From an optimization exercise on the open Yosys and OpenROAD flow, aimed at small area, a short achievable clock period and few clock cycles per item; shortcuts taken in it are not production practice.
At most, simulation tests tie the RTL to the original design; equivalence was not proved.

delta:
==> module hdc_multimodal_fuser, before the edit <==
module hdc_multimodal_fuser #(
    parameter int NUM_MODALITIES  = 3,
    parameter int NUM_FOLDS       = 8,
    parameter int NUM_FOLDS_WIDTH = $clog2(NUM_FOLDS),
    parameter int FOLD_WIDTH      = 2000 / NUM_FOLDS
) (
    input  logic                       clk,
    input  logic                       rst,
    input  logic                       clear,
    input  logic                       hvin_valid,
    output logic                       hvin_ready,
    input  logic [FOLD_WIDTH-1:0]      hvin,
    output logic                       hvout_valid,
    input  logic                       hvout_ready,
    output logic [FOLD_WIDTH-1:0]      hvout,
    output logic [NUM_FOLDS_WIDTH-1:0] hvout_fold,
    output logic                       hvout_last
);
    localparam logic [NUM_FOLDS_WIDTH-1:0] LAST_FOLD = NUM_FOLDS_WIDTH'(NUM_FOLDS - 1);
    logic [1:0]                 mod_q;
    logic                       pend_q;
    logic [NUM_FOLDS_WIDTH-1:0] fold_q;
    logic [FOLD_WIDTH-1:0]      vote_two, vote_one;
    logic [FOLD_WIDTH-1:0]      in_s, res_s;
    logic                       take_s, first_s, acc_s, cap_s, dlv_s;
    assign take_s  = hvin_valid & ~pend_q;
    assign first_s = take_s & (mod_q == 2'd0);
    assign in_s    = hvin & {FOLD_WIDTH{take_s}};
    assign res_s   = vote_two | (vote_one & in_s);
    assign hvin_ready  = ~pend_q;
    assign hvout_valid = mod_q[1] & (pend_q | hvin_valid);
    assign hvout       = res_s;
    assign hvout_fold  = fold_q;
    assign hvout_last  = (fold_q == LAST_FOLD);
    assign acc_s = take_s & ~clear;
    assign cap_s = acc_s & mod_q[1] & ~hvout_ready;
    assign dlv_s = ~clear & mod_q[1] & (pend_q | hvin_valid) & hvout_ready;
    always_ff @(posedge clk or negedge rst) begin
        if (!rst) begin
            mod_q  <= 2'd0;
            pend_q <= 1'b0;
            fold_q <= '0;
        end else if (clear) begin
            mod_q  <= 2'd0;
            pend_q <= 1'b0;
            fold_q <= '0;
        end else begin
            if (dlv_s) begin
                mod_q  <= 2'd0;
                pend_q <= 1'b0;
                fold_q <= fold_q + NUM_FOLDS_WIDTH'(1);
            end else if (cap_s) begin
                pend_q <= 1'b1;
            end else if (acc_s) begin
                mod_q <= mod_q + 2'd1;
            end
        end
    end
    always_ff @(posedge clk) begin
        vote_two <= res_s & {FOLD_WIDTH{~first_s}};
        vote_one <= (vote_one & {FOLD_WIDTH{~first_s}}) | in_s;
    end
endmodule
==> flow/config.mk <==
export PLATFORM = sky130hd
export DESIGN_NAME = hdc_multimodal_fuser
export DESIGN_NICKNAME = hdc_multimodal_fuser
export VERILOG_FILES = /design/flow/design.v
export SDC_FILE = /design/flow/constraint.sdc
export NUM_CORES = 4
export LEC_CHECK = 0
export CAP_MARGIN = 20
export CORE_MARGIN = 2
export CORE_UTILIZATION = 40
export SLEW_MARGIN = 20
==> flow/constraint.sdc <==
create_clock -name core_clock -period 3.0 [get_ports {clk}]
set_input_delay 0.6000 -clock core_clock [delete_from_list [all_inputs] [get_ports {clk}]]
set_output_delay 0.6000 -clock core_clock [all_outputs]
set_load 0.01 [all_outputs]
standard.sh (not shown) runs the stock make flow with config.mk's settings and CLKGATE_MAP_FILE= SYNTH_SCRIPT=/design/flow/synth_recipe.tcl, a recipe that flattens the netlist after the stock synthesis.
==> flow/flow/run.sh <==
#!/bin/bash
set -euo pipefail
bash standard.sh "BUFFER_PORTS_ARGS=-buffer_cell sky130_fd_sc_hd__buf_2" finish > standard_flow.log 2>&1
delta: all stages complete, timing, DRC and antenna checks passed
Testbench counts of delta, summed over its fixed seeds: cycles 2,880, folds 960.
Inputs modified between delta and harbor:
-- flow/design.v --
<<< delta, line 27
    assign first_s = take_s & (mod_q == 2'd0);
    assign in_s    = hvin & {FOLD_WIDTH{take_s}};
    assign res_s   = vote_two | (vote_one & in_s);
    assign hvin_ready  = ~pend_q;
    assign hvout_valid = mod_q[1] & (pend_q | hvin_valid);
>>> harbor, line 27
    assign first_s = take_s & (mod_q == 2'd0);
    assign in_s    = hvin & {FOLD_WIDTH{take_s}};
    assign res_s   = vote_two | (vote_one & hvin);
    assign hvin_ready  = ~pend_q;
    assign hvout_valid = mod_q[1] & (pend_q | hvin_valid);
<<< delta, line 58
    end
    always_ff @(posedge clk) begin
        vote_two <= res_s & {FOLD_WIDTH{~first_s}};
        vote_one <= (vote_one & {FOLD_WIDTH{~first_s}}) | in_s;
    end
endmodule
>>> harbor, line 58
    end
    always_ff @(posedge clk) begin
        vote_two <= (vote_two | (vote_one & in_s)) & {FOLD_WIDTH{~first_s}};
        vote_one <= (vote_one & {FOLD_WIDTH{~(first_s | cap_s)}}) | (in_s & {FOLD_WIDTH{~cap_s}});
    end
endmodule
--- outcome ---
Min weighted congestion reported at the end of routability-driven placement across harbor and delta: delta
Diff delta -> harbor: minimum hold slack higher; fill cell total of the finished layout now larger; wire length up about 24%; global-route wire length before repair moved up.
In harbor relative to delta, post-DP HPWL had gone up by more than 10%.
The first-iteration DRC count reported for harbor is greater than that of delta by about 90%.
harbor vs. delta: maximum fanout along the worst path went down by about 6%.
When the final numbers for harbor and delta were put side by side, the synthesized-area fraction occupied by and/or/nand/nor cells turned out to be greater in delta.
Per the comparison of harbor with delta, number of ordinary and repair buffers in the finished layout now sits lower, number of tap cells added at floorplan now sits higher.
Diff delta -> harbor | count of mapped cells out of synthesis | increase of 40%
No functional check of the RTL was part of harbor.

==> static timing again, ports no longer ideal <==
The flow's constraints put no driver on any port. The routed layouts listed below were extracted and timed again, unchanged, in two steps. Step 1 sets driving cells, clkbuf_16 on the clock port and buf_2 on the other inputs (assumed; they add their load-dependent delay and slew). Step 2 adds t to the input delays and takes it off the output delays; t is the mean of the earliest and latest rising clock arrival at the registers after step 1. Input paths then give back, and output paths get back, about the clock's delay inside the block. a / b / c = ideal ports / drivers / drivers and shift; a / b = the first two.
run	t (ns)	setup slack, ns	clock arrival spread, ns	worst register clock-pin slew, ns
delta	0.623	0.221 / 0.168 / 0.469	0.020 / 0.020	0.06 / 0.06
harbor	0.647	0.761 / 0.732 / 0.702	0.029 / 0.028	0.06 / 0.06
After both steps every run listed still meets setup and hold. For harbor, which loses most, drivers alone change the setup slack by -0.029 ns; drivers and shift together by -0.059 ns.
